Background: an optimization exercise with open tools, aiming at small area. Do not read the settings as production practice.
RTL that was checked went through simulation tests only; none was proved equivalent to the original.
Power and IR drop assume default switching activity. The clock port is modelled as an ideal driver; clocking choices that lean on that would not hold on a real chip.

==> flow/design.v <==
package glyph_rain_pkg;
    localparam int HEAD_W  = 7;
    localparam int STEP_W  = 2;
    localparam int SPEED_W = 2;
    localparam int TRAIL_W = 4;
    localparam int SEED_W  = 6;
    localparam logic [15:0] LFSR_SEED = 16'hACE1;
    localparam logic [15:0] LFSR_TAPS = 16'hB400;
    localparam logic [SPEED_W-1:0] RESET_SPEED = 2'd1;
    localparam logic [TRAIL_W-1:0] RESET_TRAIL = 4'd4;
    localparam logic [TRAIL_W-1:0] MIN_TRAIL   = 4'd4;
    localparam logic ST_IDLE = 1'b0;
    localparam logic ST_WALK = 1'b1;
endpackage
import glyph_rain_pkg::*;
module glyph_rain_column_state
#(
    parameter int NUM_COLS = 80,
    parameter int W        = 19
) (
    input  logic         clk,
    input  logic [6:0]   rd_slot,     
    output logic [W-1:0] rd_data,
    output logic [W-1:0] head_data,   
    input  logic [W-1:0] tail_data    
);
    logic [W-1:0] ring [NUM_COLS];
    always_ff @(posedge clk) begin
        for (int i = 0; i < NUM_COLS - 1; i++)
            ring[i] <= ring[i + 1];
        ring[NUM_COLS - 1] <= tail_data;
    end
    assign head_data = ring[0];
    always_comb begin
        rd_data = '0;
        for (int i = 0; i < NUM_COLS; i++)
            rd_data = rd_data | (ring[i] & {W{rd_slot == 7'(i)}});
    end
endmodule
import glyph_rain_pkg::*;
module glyph_rain_engine
#(
    parameter int NUM_COLS   = 80,
    parameter int NUM_ROWS   = 40,
    parameter int GLYPH_H    = 12,
    parameter int NUM_GLYPHS = 51
) (
    input  logic        clk,
    input  logic        reset,
    input  logic        frame_tick,
    input  logic        pause,
    input  logic [1:0]  palette_sel,
    input  logic        display_on,
    input  logic [10:0] hpos,
    input  logic [9:0]  vpos,
    output logic [5:0]  glyph_index,
    output logic [2:0]  glyph_x,
    output logic [3:0]  glyph_y,
    input  logic        glyph_pixel,
    output logic [5:0]  rgb,
    output logic        busy,
    output logic        overrun
);
    function automatic logic [5:0] palette_lookup(input logic [1:0] sel, input logic [2:0] idx);
        logic [5:0] c;
        case ({sel, idx})
            5'd0:  c = 6'h04; 5'd1:  c = 6'h04; 5'd2:  c = 6'h08; 5'd3:  c = 6'h08;
            5'd4:  c = 6'h0C; 5'd5:  c = 6'h0C; 5'd6:  c = 6'h1D; 5'd7:  c = 6'h2E;
            5'd8:  c = 6'h10; 5'd9:  c = 6'h10; 5'd10: c = 6'h20; 5'd11: c = 6'h24;
            5'd12: c = 6'h30; 5'd13: c = 6'h34; 5'd14: c = 6'h38; 5'd15: c = 6'h3C;
            5'd16: c = 6'h01; 5'd17: c = 6'h01; 5'd18: c = 6'h02; 5'd19: c = 6'h05;
            5'd20: c = 6'h06; 5'd21: c = 6'h0A; 5'd22: c = 6'h0F; 5'd23: c = 6'h1F;
            5'd24: c = 6'h15; 5'd25: c = 6'h15; 5'd26: c = 6'h15; 5'd27: c = 6'h2A;
            5'd28: c = 6'h2A; 5'd29: c = 6'h2A; 5'd30: c = 6'h2A; default: c = 6'h2A;
        endcase
        palette_lookup = c;
    endfunction
    function automatic logic [15:0] lfsr_next(input logic [15:0] cur);
        lfsr_next = {1'b0, cur[15:1]} ^ (cur[0] ? LFSR_TAPS : 16'h0000);
    endfunction
    localparam int W = 19;
    function automatic logic [3:0] stsp_start(input logic [1:0] spd);
        case (spd)
            2'd0: stsp_start = 4'b1000;
            2'd1: stsp_start = 4'b0000;
            2'd2: stsp_start = 4'b0010;
            default: stsp_start = 4'b0101;
        endcase
    endfunction
    function automatic logic [W-1:0] col_update(input logic [W-1:0] cur, input logic [4:0] rnd);
        logic [5:0] h;
        logic [2:0] tr;
        logic [5:0] sd;
        logic [3:0] ss;
        logic [1:0] spd;
        h  = cur[18:13];
        tr = cur[12:10];
        sd = cur[9:4];
        ss = cur[3:0];
        if (ss[3]) begin
            sd = (sd == 6'd50) ? 6'd0 : sd + 6'd1;
            if (h == 6'd43 + {3'b000, tr}) begin
                h   = 6'd0;
                spd = rnd[1:0];
                tr  = rnd[4:2];
            end else begin
                h   = h + 6'd1;
                spd = ss[1:0];
            end
            ss = stsp_start(spd);
        end else begin
            case (ss[2:0])
                3'd0:    ss = 4'b1001;
                3'd1:    ss = 4'b1010;
                3'd3:    ss = 4'b1011;
                3'd2:    ss = 4'b0001;
                3'd4:    ss = 4'b0011;
                default: ss = 4'b0100;
            endcase
        end
        col_update = {h, tr, sd, ss};
    endfunction
    logic [6:0]  kn;         
    logic [6:0]  ph;         
    logic        pw;         
    logic        owe;        
    logic        fresh;      
    logic [15:0] lfsr;       
    logic        go;
    logic        ph_end;
    assign go     = frame_tick && !pause;
    assign ph_end = (ph == 7'(NUM_COLS - 1));
    always_ff @(posedge clk or posedge reset) begin
        if (reset) begin
            busy    <= 1'b0;
            kn      <= '0;
            overrun <= 1'b0;
            ph      <= '0;
            pw      <= 1'b0;
            owe     <= 1'b0;
            fresh   <= 1'b1;
            lfsr    <= LFSR_SEED;
        end else begin
            if (busy) begin
                if (go) overrun <= 1'b1;
                if (kn == 7'(NUM_COLS - 1)) begin
                    busy <= 1'b0;
                    kn   <= '0;
                end else begin
                    kn <= kn + 7'd1;
                end
            end else if (go) begin
                busy <= 1'b1;
            end
            ph <= ph_end ? 7'd0 : ph + 7'd1;
            if (ph_end) begin
                pw  <= owe || (!busy && go);
                owe <= 1'b0;
                if (pw) fresh <= 1'b0;
            end else if (!busy && go) begin
                owe <= 1'b1;
            end
            if (pw) lfsr <= lfsr_next(lfsr);
        end
    end
    logic [7:0]   s1_col;
    logic [6:0]   cp;           
    logic [6:0]   slot;
    logic [7:0]   slot_d;
    logic [W-1:0] rd_data;
    logic [W-1:0] ring_head;
    logic [W-1:0] ring_tail;
    logic [W-1:0] phys_cur;
    assign s1_col = hpos[10:3];
    assign cp     = (s1_col < 8'(NUM_COLS)) ? s1_col[6:0] : 7'd0;
    assign slot_d = {1'b0, cp} - {1'b0, ph};
    assign slot   = slot_d[7] ? slot_d[6:0] + 7'(NUM_COLS) : slot_d[6:0];
    glyph_rain_column_state #(
        .NUM_COLS (NUM_COLS),
        .W        (W)
    ) u_cols (
        .clk       (clk),
        .rd_slot   (slot),
        .rd_data   (rd_data),
        .head_data (ring_head),
        .tail_data (ring_tail)
    );
    function automatic logic [W-1:0] col_reset(input logic [6:0] c);
        logic [6:0] h;
        h = (c >= 7'(NUM_ROWS)) ? c - 7'(NUM_ROWS) : c;
        col_reset = {h[5:0], 3'd0, 6'd0, 4'b0000};
    endfunction
    assign phys_cur  = fresh ? col_reset(ph) : ring_head;
    assign ring_tail = pw ? col_update(phys_cur, lfsr[4:0]) : ring_head;
    logic [7:0]  q;
    logic [6:0]  row;
    logic [1:0]  r3;
    logic        cp_lt_ph, cp_lt_kn, pend, cfresh;
    logic [5:0]  ch;
    logic [2:0]  ctr;
    logic [5:0]  csd;
    logic        cz;
    logic [6:0]  pdist;
    logic [6:0]  pdm1;
    logic        vis;
    always_comb begin
        logic [1:0] r;
        logic [2:0] t;
        q = vpos[9:2];
        r = 2'd0;
        row = '0;
        for (int i = 7; i >= 0; i--) begin
            t = {r, q[i]};
            if (t >= 3'd3) begin
                r = 2'(t - 3'd3);
                if (i < 7) row[i] = 1'b1;
            end else begin
                r = t[1:0];
            end
        end
        r3 = r;
    end
    assign cp_lt_ph = cp < ph;
    assign cp_lt_kn = cp < kn;
    assign cfresh   = fresh && !(pw && cp_lt_ph);
    assign pend     = (pw && !cp_lt_ph && (owe || !busy || cp_lt_kn)) ||
                      (owe && (!busy || cp_lt_kn));
    always_comb begin
        logic [W-1:0] base;
        base = cfresh ? col_reset(cp) : rd_data;
        ch   = base[18:13];
        ctr  = base[12:10];
        csd  = base[9:4];
        cz   = base[3];
        if (pend && cz) begin
            csd = (csd == 6'd50) ? 6'd0 : csd + 6'd1;
            ch  = (ch == 6'd43 + {3'b000, ctr}) ? 6'd0 : ch + 6'd1;
        end
    end
    logic [11:0] gsum;
    logic [8:0]  gfold;
    logic [7:0]  gred;
    logic [5:0]  gidx;
    always_comb begin
        gsum  = 12'(s1_col) * 12'd7 + 12'(row) * 12'd13 + 12'(csd);
        gfold = 9'(gsum[11:8]) + 9'(gsum[7:0]);
        gred  = (gfold >= 9'd255) ? 8'(gfold - 9'd255) : gfold[7:0];
        if (gred >= 8'd204)      gidx = 6'(gred - 8'd204);
        else if (gred >= 8'd153) gidx = 6'(gred - 8'd153);
        else if (gred >= 8'd102) gidx = 6'(gred - 8'd102);
        else if (gred >= 8'd51)  gidx = 6'(gred - 8'd51);
        else                     gidx = gred[5:0];
    end
    assign pdist    = {1'b0, ch} - row;
    assign pdm1 = pdist - 7'd1;
    assign vis     = display_on && (s1_col < 8'(NUM_COLS)) && (row < 7'(NUM_ROWS));
    logic [1:0] s2_cls;
    logic [2:0] s2_idx;
    always_ff @(posedge clk or posedge reset) begin
        if (reset) begin
            glyph_index <= '0;
            glyph_x     <= '0;
            glyph_y     <= '0;
            s2_cls      <= '0;
        end else begin
            glyph_index <= gidx;
            glyph_x     <= hpos[2:0];
            glyph_y     <= {r3, vpos[1:0]};
            if (!vis)
                s2_cls <= 2'd0;
            else if (pdist == 7'd0)
                s2_cls <= 2'd1;
            else if (pdist <= 7'd4 + {4'b0000, ctr})
                s2_cls <= 2'd2;
            else
                s2_cls <= 2'd0;
        end
    end
    always_ff @(posedge clk) begin
        s2_idx <= 3'd7 - ((pdm1 > 7'd7) ? 3'd7 : pdm1[2:0]);
    end
    always_ff @(posedge clk or posedge reset) begin
        if (reset)
            rgb <= '0;
        else if (!glyph_pixel)
            rgb <= '0;
        else if (s2_cls == 2'd1)
            rgb <= 6'h3F;
        else if (s2_cls == 2'd2)
            rgb <= palette_lookup(palette_sel, s2_idx);
        else
            rgb <= '0;
    end
endmodule
Settings: LEC_CHECK=0, ABC_AREA=1, CAP_MARGIN=20, CORE_MARGIN=2, CORE_UTILIZATION=55, PLACE_DENSITY=0.65, SLEW_MARGIN=20; clock period 15.0 ns.
run.sh (not shown) runs the stock make flow with config.mk's settings and CLKGATE_MAP_FILE= SYNTH_SCRIPT=/design/flow/synth_recipe.tcl, a recipe that flattens the netlist after the stock synthesis.
The first run finished with timing, DRC and antenna clean.
Next try:
--- a/flow/config.mk
+++ b/flow/config.mk
@@ -6,8 +6,9 @@
 export NUM_CORES = 8
 export LEC_CHECK = 0
-export ABC_AREA = 1
+export ABC_AREA = 0
 export CAP_MARGIN = 20
 export CORE_MARGIN = 2
 export CORE_UTILIZATION = 55
+export CTS_BUF_LIST = sky130_fd_sc_hd__clkbuf_4 sky130_fd_sc_hd__clkbuf_8
 export PLACE_DENSITY = 0.65
 export SLEW_MARGIN = 20
Hold slack loses 0.018 ns; design area decreases by 1.9%; flip-flop and latch count is unchanged; die area came out lower by 2.3%.
Function was not checked in any run of this note: the RTL went through the layout flow alone.

* * *

glyph_rain_engine, a different RTL version from the one above (not shown whole).
For scale: roughly 3,000 cells after synthesis, roughly 1,500 flip-flops.
==> flow/config.mk <==
export PLATFORM = sky130hd
export DESIGN_NAME = glyph_rain_engine
export DESIGN_NICKNAME = glyph_rain_engine
export VERILOG_FILES = /design/flow/design.v
export SDC_FILE = /design/flow/constraint.sdc
export NUM_CORES = 8
export LEC_CHECK = 0
export ABC_AREA = 1
export CAP_MARGIN = 0
export CORE_MARGIN = 2
export CORE_UTILIZATION = 65
export PLACE_DENSITY = 0.7
export SLEW_MARGIN = 0
==> flow/constraint.sdc <==
create_clock -name core_clock -period 15.0 [get_ports {clk}]
set_input_delay 3.0000 -clock core_clock [delete_from_list [all_inputs] [get_ports {clk}]]
set_output_delay 3.0000 -clock core_clock [all_outputs]
set_load 0.01 [all_outputs]
standard.sh (not shown) runs the stock make flow with config.mk's settings and CLKGATE_MAP_FILE= SYNTH_SCRIPT=/design/flow/synth_recipe.tcl, a recipe that flattens the netlist after the stock synthesis.
==> flow/flow/run.sh <==
#!/bin/bash
# Layout flow: the standard flow (standard.sh, all ORFS steps) with:
#  - a copy of ORFS's scripts folder in which only abc_area.script is
#    replaced by flow/abc_area.script, an area-oriented ABC mapping script
#    (synthesis is otherwise the standard one: same Yosys passes, same
#    register mapping and names; only the combinational mapping differs);
#  - port buffers of the smallest buffer cell;
#  - clock tree synthesis without dummy loads.
set -euo pipefail
here=$(pwd)
rm -rf "$here/orfs_scripts"
cp -r "$FLOW_HOME/scripts" "$here/orfs_scripts"
cp "$here/flow/abc_area.script" "$here/orfs_scripts/abc_area.script"
bash "$here/standard.sh" \
  "SCRIPTS_DIR=$here/orfs_scripts" \
  ABC_AREA=1 \
  "BUFFER_PORTS_ARGS=-buffer_cell sky130_fd_sc_hd__buf_1" \
  "CTS_ARGS=-sink_clustering_enable -repair_clock_nets -dont_use_dummy_load -sink_clustering_size 31 -sink_clustering_max_diameter 100 -buf_list sky130_fd_sc_hd__clkbuf_16" \
  finish > "$here/standard_make.log" 2>&1
==> flow/flow/abc_area.script <==
&get -n
&st
&dch
&nf -R 1000 -F 8 -A 4 -C 32
&put
buffer -c
topo
stime -c
upsize -c
dnsize -c
The first run produced a clean layout.
Next try:
==> flow/run.sh (new file) <==
#!/bin/bash
# synth_recipe.tcl (not shown) runs the flow's synth.tcl, then flattens the netlist and writes it again
# the make line also repeats each setting of config.mk as NAME=value (left out here)
make -C /OpenROAD-flow-scripts/flow DESIGN_CONFIG=/design/flow/config.mk WORK_HOME=/design/flow/orfs CLKGATE_MAP_FILE= SYNTH_SCRIPT=/design/flow/synth_recipe.tcl finish
- ABC_AREA: 1 -> 0
- CTS_BUF_LIST: not set -> sky130_fd_sc_hd__clkbuf_16
- CTS_CLUSTER_DIAMETER: not set -> 100
- CTS_CLUSTER_SIZE: not set -> 31
removed: flow/flow/run.sh
removed: flow/flow/abc_area.script
removed: flow/standard.sh
The new run completed with no timing, DRC or antenna violations.
Count of clock-buffer cells in the layout rose by 1.
Routed wire length grows by 89%.
Worst setup slack degrades by 1.4 ns.
Via count came out higher by 37%.
Utilization is higher by 2.3 points.
Next try:
==> flow/flow/run.sh (new file) <==
#!/bin/bash
# Layout flow: the standard flow (standard.sh, all ORFS steps) with:
#  - a copy of ORFS's scripts folder in which only abc_area.script is
#    replaced by flow/abc_area.script, an area-oriented ABC mapping script
#    (synthesis is otherwise the standard one: same Yosys passes, same
#    register mapping and names; only the combinational mapping differs);
#  - port buffers of the smallest buffer cell;
#  - clock tree synthesis without dummy loads.
set -euo pipefail
here=$(pwd)
rm -rf "$here/orfs_scripts"
cp -r "$FLOW_HOME/scripts" "$here/orfs_scripts"
cp "$here/flow/abc_area.script" "$here/orfs_scripts/abc_area.script"
bash "$here/standard.sh" \
  "SCRIPTS_DIR=$here/orfs_scripts" \
  ABC_AREA=1 \
  "BUFFER_PORTS_ARGS=-buffer_cell sky130_fd_sc_hd__buf_1" \
  "CTS_ARGS=-sink_clustering_enable -repair_clock_nets -dont_use_dummy_load -sink_clustering_size 28 -sink_clustering_max_diameter 100 -buf_list sky130_fd_sc_hd__clkbuf_16" \
  finish > "$here/standard_make.log" 2>&1
==> flow/flow/abc_area.script (new file) <==
&get -n
&st
&dch
&nf -R 1000 -F 8 -A 4 -C 32
&put
==> flow/standard.sh (new file) <==
#!/bin/bash
# synth_recipe.tcl (not shown) runs the flow's synth.tcl, then flattens the netlist and writes it again
# the make line also repeats each setting of config.mk as NAME=value (left out here)
make -C /OpenROAD-flow-scripts/flow DESIGN_CONFIG=/design/flow/config.mk WORK_HOME=/design/flow/orfs CLKGATE_MAP_FILE= SYNTH_SCRIPT=/design/flow/synth_recipe.tcl "${@:-finish}"
- ABC_AREA: 0 -> 1
- CTS_BUF_LIST: sky130_fd_sc_hd__clkbuf_16 -> not set
- CTS_CLUSTER_DIAMETER: 100 -> not set
- CTS_CLUSTER_SIZE: 31 -> not set
removed: flow/run.sh
Wire length drops by well over a third.
Power goes down by a few percent.
Flip-flop and latch count stays the same.
Final cell count goes down by about a fifth.
Area after synthesis drops by roughly a tenth.
Next try:
==> flow/run.sh (new file) <==
#!/bin/bash
# synth_recipe.tcl (not shown) runs the flow's synth.tcl, then flattens the netlist and writes it again
# the make line also repeats each setting of config.mk as NAME=value (left out here)
make -C /OpenROAD-flow-scripts/flow DESIGN_CONFIG=/design/flow/config.mk WORK_HOME=/design/flow/orfs CLKGATE_MAP_FILE= SYNTH_SCRIPT=/design/flow/synth_recipe.tcl finish
- CTS_BUF_LIST: not set -> sky130_fd_sc_hd__clkbuf_16
- CTS_CLUSTER_DIAMETER: not set -> 100
- CTS_CLUSTER_SIZE: not set -> 31
removed: flow/flow/run.sh
removed: flow/flow/abc_area.script
removed: flow/standard.sh
Outcome:
- design area climbs by 13%
- maximum frequency decreases by 2.2%
- clock-buffer cell count shrinks by 6
- routed wire length is higher by about 60%
- clock skew falls by 0.058 ns
- power climbs by about 4.7%
Next try:
==> flow/flow/run.sh (new file) <==
#!/bin/bash
# Layout flow: the standard flow (standard.sh, all ORFS steps) with:
#  - a copy of ORFS's scripts folder in which only abc_area.script is
#    replaced by flow/abc_area.script, an area-oriented ABC mapping script
#    (synthesis is otherwise the standard one: same Yosys passes, same
#    register mapping and names; only the combinational mapping differs);
#  - port buffers of the smallest buffer cell;
#  - clock tree synthesis without dummy loads.
set -euo pipefail
here=$(pwd)
rm -rf "$here/orfs_scripts"
cp -r "$FLOW_HOME/scripts" "$here/orfs_scripts"
cp "$here/flow/abc_area.script" "$here/orfs_scripts/abc_area.script"
bash "$here/standard.sh" \
  "SCRIPTS_DIR=$here/orfs_scripts" \
  ABC_AREA=1 \
  "BUFFER_PORTS_ARGS=-buffer_cell sky130_fd_sc_hd__buf_1" \
  "CTS_ARGS=-sink_clustering_enable -repair_clock_nets -dont_use_dummy_load -sink_clustering_size 31 -sink_clustering_max_diameter 100 -buf_list sky130_fd_sc_hd__clkbuf_16" \
  finish > "$here/standard_make.log" 2>&1
==> flow/flow/abc_area.script (new file) <==
&get -n
&st
&dch
&nf -R 1000 -F 8 -A 4 -C 32
&put
==> flow/standard.sh (new file) <==
#!/bin/bash
# synth_recipe.tcl (not shown) runs the flow's synth.tcl, then flattens the netlist and writes it again
# the make line also repeats each setting of config.mk as NAME=value (left out here)
make -C /OpenROAD-flow-scripts/flow DESIGN_CONFIG=/design/flow/config.mk WORK_HOME=/design/flow/orfs CLKGATE_MAP_FILE= SYNTH_SCRIPT=/design/flow/synth_recipe.tcl "${@:-finish}"
- CTS_BUF_LIST: sky130_fd_sc_hd__clkbuf_16 -> not set
- CTS_CLUSTER_DIAMETER: 100 -> not set
- CTS_CLUSTER_SIZE: 31 -> not set
removed: flow/run.sh
- maximum frequency came out higher by 1.7%
- power falls by 5.4%
- design area falls by 11%
- count of clock-buffer cells in the layout increases by 1
- setup slack improved by 0.24 ns
Next try:
==> flow/run.sh (new file) <==
#!/bin/bash
# synth_recipe.tcl (not shown) runs the flow's synth.tcl, then flattens the netlist and writes it again
# the make line also repeats each setting of config.mk as NAME=value (left out here)
make -C /OpenROAD-flow-scripts/flow DESIGN_CONFIG=/design/flow/config.mk WORK_HOME=/design/flow/orfs CLKGATE_MAP_FILE= SYNTH_SCRIPT=/design/flow/synth_recipe.tcl finish
- CTS_BUF_LIST: not set -> sky130_fd_sc_hd__clkbuf_16
- CTS_CLUSTER_DIAMETER: not set -> 100
- CTS_CLUSTER_SIZE: not set -> 28
removed: flow/flow/run.sh
removed: flow/flow/abc_area.script
removed: flow/standard.sh
The changed run passed the timing, DRC and antenna checks.
Global-route usage goes up by 12 points.
Wire length goes up by 61%.
Combinational power goes up by 23%.
Clock-buffer cell count went up by 5.
Setup slack got worse by 0.20 ns.
Clock skew drops by 0.035 ns.
Sequential power hardly moves.
First-iteration DRC count increases by 2.0%.
Design area goes up by 13%.
Synthesized cell count is higher by 68%.

-- afterwards: timing with drivers on the ports --
The flow's constraints put no driver on any port. The routed layouts listed below were extracted and timed again, unchanged, in two steps.
Step 1, drivers: a clkbuf_16 drives clk and a buf_2 each remaining input, both assumed.
Step 2, shift: input delay + t, output delay - t, t = (earliest + latest rising clock arrival at the registers) / 2. This alone moves slack from input paths to output paths.
a / b / c = ideal ports / drivers / drivers and shift; a / b = the first two.
run	t (ns)	setup WS [ns]	hold slack, ns	clock arrival spread, ns
the first run of note 1	0.832	1.073 / 1.121 / 0.289	0.319 / 0.319 / 0.319	0.040 / 0.040
the second run of note 1	0.953	0.861 / 0.869 / -0.084	0.302 / 0.302 / 0.302	0.067 / 0.068
the first run of note 2	0.693	1.862 / 1.908 / 1.215	0.318 / 0.318 / 0.318	0.067 / 0.066
the second run of note 2	0.753	0.445 / 0.487 / -0.266	0.322 / 0.322 / 0.322	0.068 / 0.068
the third run of note 2	0.695	1.335 / 1.375 / 0.680	0.303 / 0.303 / 0.303	0.088 / 0.088
the fourth run of note 2	0.738	1.024 / 1.067 / 0.329	0.332 / 0.332 / 0.332	0.028 / 0.028
the fifth run of note 2	0.692	1.263 / 1.308 / 0.616	0.286 / 0.286 / 0.286	0.070 / 0.070
the sixth run of note 2	0.751	1.063 / 1.105 / 0.354	0.329 / 0.329 / 0.329	0.036 / 0.036
With both steps, setup timing fails in the second run of note 1 and the second run of note 2, where it was met with ideal ports. The setup slack of the second run of note 1, which loses most, moves by +0.008 ns with the drivers and by -0.945 ns with both steps.
